Context: an optimization exercise on an open-source flow, tuned for small area. The choices shown serve that exercise and are no tape-out recipe.
Function was checked by simulation only, so behaviour that the tests miss may differ from the original.
Power and IR drop assume default switching activity.

## indigo
Design wqe_fetch_top, start of the top module:
module wqe_fetch_top
#(
    parameter int MAX_QP   = 16,
    parameter int SQ_DEPTH = 4096
)(
    input  logic                  clk,
    input  logic                  rst_n,
    output logic                  o_fetch_ready,
    input  logic                  i_arbit_val,
    input  logic [QPID_WIDTH-1:0] i_qp_idx,
    input  logic [MAX_QP-1:0]     i_active,
    input  logic [MAX_QP-1:0]     i_wqe_cache_alfull,
    input  logic [ADDR_WIDTH-1:0] i_sq_base,
    output logic [ADDR_WIDTH-1:0] o_axi_araddr,
    output logic                  o_axi_arvalid,
    input  logic                  i_axi_arready,
    input  logic [WQE_WIDTH-1:0]  i_axi_rdata,
    input  logic                  i_axi_rvalid,
    output logic                  o_axi_rready,
    output logic                  o_wqe_cache_wr,
    output logic [WQE_WIDTH-1:0]  o_wqe,
    input  logic [MAX_QP-1:0]     i_wqe_cache_full
);
For scale: ~1500 cells after synthesis, roughly 560 flip-flops, ~1100 I/O pins, roughly 0.020 mm2 of cells after synthesis.
clock: 8.0 ns
lec_check: 0
cap_margin: 20
core_area: 10 10 410 410
die_area: 0 0 420 420
slew_margin: 20
standard.sh (not shown) runs the stock make flow with config.mk's settings and CLKGATE_MAP_FILE= SYNTH_SCRIPT=/design/flow/synth_recipe.tcl, a recipe that flattens the netlist after the stock synthesis.
==> flow/flow/run.sh <==
#!/bin/bash
# Standard ORFS layout with smaller port buffers and a lighter clock tree.
set -euo pipefail
here=$(cd "$(dirname "$0")" && pwd)
source "$here/knobs.sh"
bash standard.sh > standard.log 2>&1
==> flow/flow/knobs.sh <==
export BUFFER_PORTS_ARGS="-buffer_cell sky130_fd_sc_hd__buf_1"
export CTS_ARGS="-sink_clustering_enable -repair_clock_nets -buf_list {sky130_fd_sc_hd__clkbuf_16} -root_buf sky130_fd_sc_hd__clkbuf_16 -sink_clustering_buffer sky130_fd_sc_hd__clkbuf_16 -sink_clustering_size 30 -sink_clustering_max_diameter 60 -dont_use_dummy_load"
export PRE_IO_PLACEMENT_TCL="$here/pins.tcl"
export SKIP_REPAIR_TIE_FANOUT=1
export POST_FLOORPLAN_TCL="$here/ties.tcl"
Other scripts of this flow, unchanged in this note and not shown: flow/flow/pins.tcl, flow/flow/ties.tcl
#### Input delta (tundra over indigo)
Settings: PLACE_DENSITY now 0.45, previously not set.
==> flow/flow/knobs.sh <==
export BUFFER_PORTS_ARGS="-buffer_cell sky130_fd_sc_hd__buf_1"
export CTS_ARGS="-sink_clustering_enable -repair_clock_nets -buf_list {sky130_fd_sc_hd__clkbuf_8} -root_buf sky130_fd_sc_hd__clkbuf_16 -tree_buf sky130_fd_sc_hd__clkbuf_16 -sink_clustering_size 18 -sink_clustering_max_diameter 60 -dont_use_dummy_load"
export PRE_IO_PLACEMENT_TCL="$here/pins.tcl"
export SKIP_REPAIR_TIE_FANOUT=1
export POST_FLOORPLAN_TCL="$here/ties.tcl"
Compared with indigo, tundra shows final cycle utilization of the critical path higher by 2.2 points. Delay of the slowest critical-path stage is lower on indigo. indigo → tundra: worst setup margin moved down, length of routed met3 wiring moved up. Cmp tundra vs indigo: sum of routed wire length over all layers higher in tundra. The area of all placed cells without fillers of tundra falls short of that of indigo by 190 um2.
[inputs] pepper vs tundra
Settings: a deleted PLACE_DENSITY that had been 0.45.
==> flow/flow/knobs.sh <==
export BUFFER_PORTS_ARGS="-buffer_cell sky130_fd_sc_hd__buf_1"
export CTS_ARGS="-sink_clustering_enable -repair_clock_nets -buf_list {sky130_fd_sc_hd__clkbuf_16} -root_buf sky130_fd_sc_hd__clkbuf_16 -sink_clustering_buffer sky130_fd_sc_hd__clkbuf_16 -sink_clustering_size 24 -sink_clustering_max_diameter 50 -dont_use_dummy_load"
export PRE_IO_PLACEMENT_TCL="$here/pins.tcl"
export SKIP_REPAIR_TIE_FANOUT=1
export POST_FLOORPLAN_TCL="$here/ties.tcl"
==> run notes <==
- pepper vs. tundra: placer congestion estimate saw a decrease, total wirelength of the detailed-routed design saw a decrease, total number of placement rows saw little to no change.
- Relative to tundra, share of final layout cell area taken by non-clock buffers has gone down in pepper.
- Number of global-route vias before repair essentially unchanged between tundra and pepper.
- As far as number of I/O port buffers is concerned, tundra and pepper perform about the same.
--- input diff pepper..fjord ---
Settings: PLACE_DENSITY now 0.8, previously not set.
==> flow/flow/knobs.sh <==
export BUFFER_PORTS_ARGS="-buffer_cell sky130_fd_sc_hd__buf_1"
export CTS_ARGS="-sink_clustering_enable -repair_clock_nets -buf_list {sky130_fd_sc_hd__clkbuf_8} -root_buf sky130_fd_sc_hd__clkbuf_16 -tree_buf sky130_fd_sc_hd__clkbuf_16 -sink_clustering_size 18 -sink_clustering_max_diameter 60 -dont_use_dummy_load"
export PRE_IO_PLACEMENT_TCL="$here/pins.tcl"
export SKIP_REPAIR_TIE_FANOUT=1
export POST_FLOORPLAN_TCL="$here/ties.tcl"
### Flow results
Every run (fjord and pepper) finished clean.
Looking at top routing layer in use, the met5 result is from fjord; the met4 one comes from pepper.
Between fjord and pepper, it is fjord whose clock network power share is lower, by 6.2 points.
fjord vs pepper: design area down in fjord
Reported for fjord and pepper, critical path depth turned out identical to the last digit.
First-iteration DRC count of fjord exceeds that of pepper by more than 10%.
Input-level comparison between willow and fjord:
Settings: PLACE_DENSITY no longer set, was 0.8.
==> flow/flow/knobs.sh <==
export BUFFER_PORTS_ARGS="-buffer_cell sky130_fd_sc_hd__buf_1"
export CTS_ARGS="-sink_clustering_enable -repair_clock_nets -buf_list {sky130_fd_sc_hd__clkbuf_4 sky130_fd_sc_hd__clkbuf_8} -root_buf sky130_fd_sc_hd__clkbuf_16 -sink_clustering_size 16 -sink_clustering_max_diameter 50 -dont_use_dummy_load"
export PRE_IO_PLACEMENT_TCL="$here/pins.tcl"
export SKIP_REPAIR_TIE_FANOUT=1
export POST_FLOORPLAN_TCL="$here/ties.tcl"
Findings:
- Of willow and fjord, willow shows the higher number of buffers created by CTS, with fjord below it.
- Cmp willow and fjord / period utilization / lower: fjord
- Between willow and fjord, it is willow whose upper clock frequency limit is lower, by about 2%.
- Between fjord and willow, the flow reports net switching power figure increasing by a few percent.
- willow vs. fjord: clock power increased by about 10% relative to the old numbers, via count closely matched the old numbers, cell area went up.
- Relative to fjord, wire length has increased by about 6% in willow.
## Diff of input files: juniper against willow
==> flow/flow/knobs.sh <==
export BUFFER_PORTS_ARGS="-buffer_cell sky130_fd_sc_hd__buf_1"
export CTS_ARGS="-sink_clustering_enable -repair_clock_nets -buf_list {sky130_fd_sc_hd__clkbuf_8} -root_buf sky130_fd_sc_hd__clkbuf_16 -tree_buf sky130_fd_sc_hd__clkbuf_16 -sink_clustering_size 18 -sink_clustering_max_diameter 60 -dont_use_dummy_load"
export PRE_IO_PLACEMENT_TCL="$here/pins.tcl"
export SKIP_REPAIR_TIE_FANOUT=1
export POST_FLOORPLAN_TCL="$here/ties.tcl"
### Flow results
The CTS buffer count in juniper is 0.827 times that in willow.
Comparing juniper against willow, there is no change at all in flip-flop and latch count.
In juniper relative to willow, routed length on met3 had gone down by a few percent.
Looking at design area, juniper sits below willow.
Summary of juniper over willow: multi-input gate share of total cell area held steady; total detailed-routing wirelength held steady; routing usage on met1 held steady; via count shrank by 157.


The RTL this note starts from:
==> flow/design.v <==
`default_nettype none
package wqe_fetch_pkg;
    localparam int WQE_WIDTH  = 512;
    localparam int WQE_BYTES  = WQE_WIDTH / 8;
    localparam int ADDR_WIDTH = 32;
    localparam int QPID_LSB   = 328;
    localparam int QPID_WIDTH = 4;
    localparam int QPID_MSB   = QPID_LSB + QPID_WIDTH - 1;
    localparam int PAD_WIDTH  = WQE_WIDTH - QPID_MSB - 1;
    typedef logic [ADDR_WIDTH-1:0] addr_t;
    typedef union packed {
        logic [WQE_WIDTH-1:0] raw;
        struct packed {
            logic [PAD_WIDTH-1:0]  pad;
            logic [QPID_WIDTH-1:0] qpn;
            logic [QPID_LSB-1:0]   body;
        } f;
    } wqe_u;
endpackage
`default_nettype wire
`timescale 1ns/100ps
`default_nettype none
import wqe_fetch_pkg::*;
module wqe_fetch_top
#(
    parameter int MAX_QP   = 16,
    parameter int SQ_DEPTH = 4096
)(
    input  logic                  clk,
    input  logic                  rst_n,
    output logic                  o_fetch_ready,
    input  logic                  i_arbit_val,
    input  logic [QPID_WIDTH-1:0] i_qp_idx,
    input  logic [MAX_QP-1:0]     i_active,
    input  logic [MAX_QP-1:0]     i_wqe_cache_alfull,
    input  logic [ADDR_WIDTH-1:0] i_sq_base,
    output logic [ADDR_WIDTH-1:0] o_axi_araddr,
    output logic                  o_axi_arvalid,
    input  logic                  i_axi_arready,
    input  logic [WQE_WIDTH-1:0]  i_axi_rdata,
    input  logic                  i_axi_rvalid,
    output logic                  o_axi_rready,
    output logic                  o_wqe_cache_wr,
    output logic [WQE_WIDTH-1:0]  o_wqe,
    input  logic [MAX_QP-1:0]     i_wqe_cache_full
);
    localparam int PI_WIDTH = $clog2(SQ_DEPTH);
    localparam int WQE_LSB  = $clog2(WQE_BYTES);
    logic                  iss;      
    logic                  rdv;      
    logic                  busy;
    logic                  grant;
    logic                  push;
    logic                  req_ok;
    logic [QPID_WIDTH-1:0] qp_q;
    logic [QPID_LSB-1:0]   body_q;
    logic [PI_WIDTH-1:0]   pi [MAX_QP];
    logic [MAX_QP-1:0]     pi_ok;
    logic [PI_WIDTH-1:0]   pi_rd;
    logic [PI_WIDTH-1:0]   pi_cur;
    logic [PI_WIDTH-1:0]   pi_inc;
    logic                  ar_fire;
    logic [MAX_QP-1:0]     qsel;     
    assign grant  = o_fetch_ready & i_arbit_val;
    assign push   = o_wqe_cache_wr & ~(|(qsel & i_wqe_cache_full));
    assign req_ok = (|i_active) & ~(&i_wqe_cache_alfull);
    assign busy   = iss | o_axi_arvalid | o_axi_rready | rdv | o_wqe_cache_wr;
    always_ff @(posedge clk or negedge rst_n)
    begin
        if (!rst_n)
        begin
            o_fetch_ready  <= 1'b0;
            iss            <= 1'b0;
            o_axi_arvalid  <= 1'b0;
            o_axi_rready   <= 1'b0;
            rdv            <= 1'b0;
            o_wqe_cache_wr <= 1'b0;
        end
        else
        begin
            o_fetch_ready  <= req_ok & ((~busy & ~grant) | push);
            iss            <= grant;
            o_axi_arvalid  <= iss | (o_axi_arvalid & ~i_axi_arready);
            o_axi_rready   <= (o_axi_arvalid & i_axi_arready) | (o_axi_rready & ~i_axi_rvalid);
            rdv            <= o_axi_rready & i_axi_rvalid;
            o_wqe_cache_wr <= rdv | (o_wqe_cache_wr & (|(qsel & i_wqe_cache_full)));
        end
    end
    always_ff @(posedge clk)
    begin
        if (o_fetch_ready)
            qp_q <= i_qp_idx;
    end
    always_ff @(posedge clk)
    begin
        body_q <= ({QPID_LSB{o_axi_rready}}          & i_axi_rdata[QPID_LSB-1:0])
                | ({QPID_LSB{rdv | o_wqe_cache_wr}} & body_q)
                | ({QPID_LSB{iss | o_axi_arvalid}}  & QPID_LSB'(pi_rd));
    end
    always_comb
    begin
        for (int q = 0; q < MAX_QP; q++)
            qsel[q] = (qp_q == QPID_WIDTH'(q));
    end
    always_comb
    begin
        pi_rd = '0;
        for (int q = 0; q < MAX_QP; q++)
            pi_rd = pi_rd | ({PI_WIDTH{qsel[q] & pi_ok[q]}} & pi[q]);
    end
    assign pi_cur  = body_q[PI_WIDTH-1:0];
    assign ar_fire = o_axi_arvalid & i_axi_arready;
    always_ff @(posedge clk or negedge rst_n)
    begin
        if (!rst_n)
            pi_ok <= '0;
        else
            pi_ok <= pi_ok | ({MAX_QP{ar_fire}} & qsel);
    end
    always_ff @(posedge clk)
    begin
        for (int q = 0; q < MAX_QP; q++)
            if (ar_fire & qsel[q])
                pi[q] <= pi_inc;
    end
    always_comb
    begin
        logic c;
        c = 1'b1;
        for (int i = 0; i < PI_WIDTH; i++)
        begin
            pi_inc[i] = pi_cur[i] ^ c;
            c         = pi_cur[i] & c;
        end
    end
    localparam int AW = ADDR_WIDTH - WQE_LSB;
    localparam int GK = 4;
    localparam int NG = (AW + GK - 1) / GK;
    logic [AW-1:0] add_a, add_b, add_p, add_s;
    logic [NG-1:0] grp_g, grp_p;
    logic [NG:0]   grp_c;
    logic          rc;
    assign add_a = i_sq_base[ADDR_WIDTH-1:WQE_LSB];
    assign add_b = {{(AW-QPID_WIDTH-PI_WIDTH){1'b0}}, qp_q, pi_cur};
    assign add_p = add_a ^ add_b;
    always_comb
    begin
        for (int g = 0; g < NG; g++)
        begin
            grp_g[g] = 1'b0;
            grp_p[g] = 1'b1;
            for (int i = g * GK; i < (g + 1) * GK && i < AW; i++)
            begin
                grp_g[g] = (add_a[i] & add_b[i]) | (add_p[i] & grp_g[g]);
                grp_p[g] = grp_p[g] & add_p[i];
            end
        end
        begin
            logic [NG-1:0] pg, pp;
            pg = grp_g;
            pp = grp_p;
            for (int d = 1; d < NG; d = d * 2)
                for (int i = 2 * d - 1; i < NG; i = i + 2 * d)
                begin
                    pg[i] = pg[i] | (pp[i] & pg[i-d]);
                    pp[i] = pp[i] & pp[i-d];
                end
            for (int d = 8; d >= 1; d = d / 2)
                for (int i = 3 * d - 1; i < NG; i = i + 2 * d)
                begin
                    pg[i] = pg[i] | (pp[i] & pg[i-d]);
                    pp[i] = pp[i] & pp[i-d];
                end
            grp_c = {pg, 1'b0};
        end
        for (int g = 0; g < NG; g++)
        begin
            rc = grp_c[g];
            for (int i = g * GK; i < (g + 1) * GK && i < AW; i++)
            begin
                add_s[i] = add_p[i] ^ rc;
                rc = (add_a[i] & add_b[i]) | (add_p[i] & rc);
            end
        end
    end
    assign o_axi_araddr = {add_s, i_sq_base[WQE_LSB-1:0]};
    assign o_wqe = {{PAD_WIDTH{1'b0}}, qp_q, body_q};
endmodule
`default_nettype wire
Settings: LEC_CHECK=0, CAP_MARGIN=20, CORE_AREA=10 10 410 410, DIE_AREA=0 0 420 420, PLACE_DENSITY=0.8, SLEW_MARGIN=20; clock period 8.0 ns.
==> flow/flow/knobs.sh <==
export BUFFER_PORTS_ARGS="-buffer_cell sky130_fd_sc_hd__buf_1"
export CTS_ARGS="-sink_clustering_enable -repair_clock_nets -buf_list {sky130_fd_sc_hd__clkbuf_4 sky130_fd_sc_hd__clkbuf_8} -root_buf sky130_fd_sc_hd__clkbuf_16 -tree_buf sky130_fd_sc_hd__clkbuf_8 -sink_clustering_buffer sky130_fd_sc_hd__clkbuf_4 -sink_clustering_size 10 -sink_clustering_max_diameter 30 -dont_use_dummy_load"
export PRE_IO_PLACEMENT_TCL="$here/pins.tcl"
export SKIP_REPAIR_TIE_FANOUT=1
export POST_FLOORPLAN_TCL="$here/ties.tcl"
Scripts as last shown in full above: flow/flow/run.sh
Other scripts of this flow, unchanged in this note and not shown: flow/flow/pins.tcl, flow/flow/ties.tcl
Edit:
==> flow/flow/knobs.sh (replaced) <==
export BUFFER_PORTS_ARGS="-buffer_cell sky130_fd_sc_hd__buf_1"
export CTS_ARGS="-sink_clustering_enable -repair_clock_nets -buf_list {sky130_fd_sc_hd__clkbuf_8} -root_buf sky130_fd_sc_hd__clkbuf_16 -tree_buf sky130_fd_sc_hd__clkbuf_16 -sink_clustering_size 18 -sink_clustering_max_diameter 60 -dont_use_dummy_load"
export PRE_IO_PLACEMENT_TCL="$here/pins.tcl"
export SKIP_REPAIR_TIE_FANOUT=1
export POST_FLOORPLAN_TCL="$here/ties.tcl"
The changed run ran to the end with no violations.
Sequential power is about the same.
Flip-flop and latch count is unchanged.
Routed wire length drops by 0.61%.
Cell area drops by 1.0%.
Sequential share of layout area climbs by 0.54 points.
Worst hold slack gets better by 4.6 ps.
Global-route usage drops by 0.13 points.

[afterwards: timing with drivers on the ports]
Ports are ideal in the flow. The routed layouts listed here were re-timed in OpenROAD. Step 1 assumes that a clkbuf_16 drives the clock port and a buf_2 every other input. Step 2 times the ports against the registers' clock, not the clock port: input delays grow and output delays shrink by t, the midpoint of the rising clock arrivals with the driver on. Three values: no drivers, after step 1, after step 2; two values: the first two.
run	shift t [ns]	setup WS [ns]	worst hold slack (ns)
indigo	0.636	1.176 / 1.145 / 1.145	0.457 / 0.457 / 0.457
tundra	0.646	1.000 / 0.976 / 0.976	0.459 / 0.459 / 0.459
pepper	0.655	1.192 / 1.160 / 1.160	0.461 / 0.461 / 0.461
fjord	0.617	1.313 / 1.287 / 1.287	0.443 / 0.443 / 0.443
willow	0.627	1.184 / 1.152 / 1.152	0.460 / 0.460 / 0.460
juniper	0.619	1.171 / 1.140 / 1.140	0.459 / 0.459 / 0.459
the first run of note 2	0.652	1.275 / 1.247 / 1.247	0.468 / 0.468 / 0.468
the second run of note 2	0.629	1.273 / 1.244 / 1.244	0.472 / 0.472 / 0.472
After both steps every run listed still meets setup and hold.
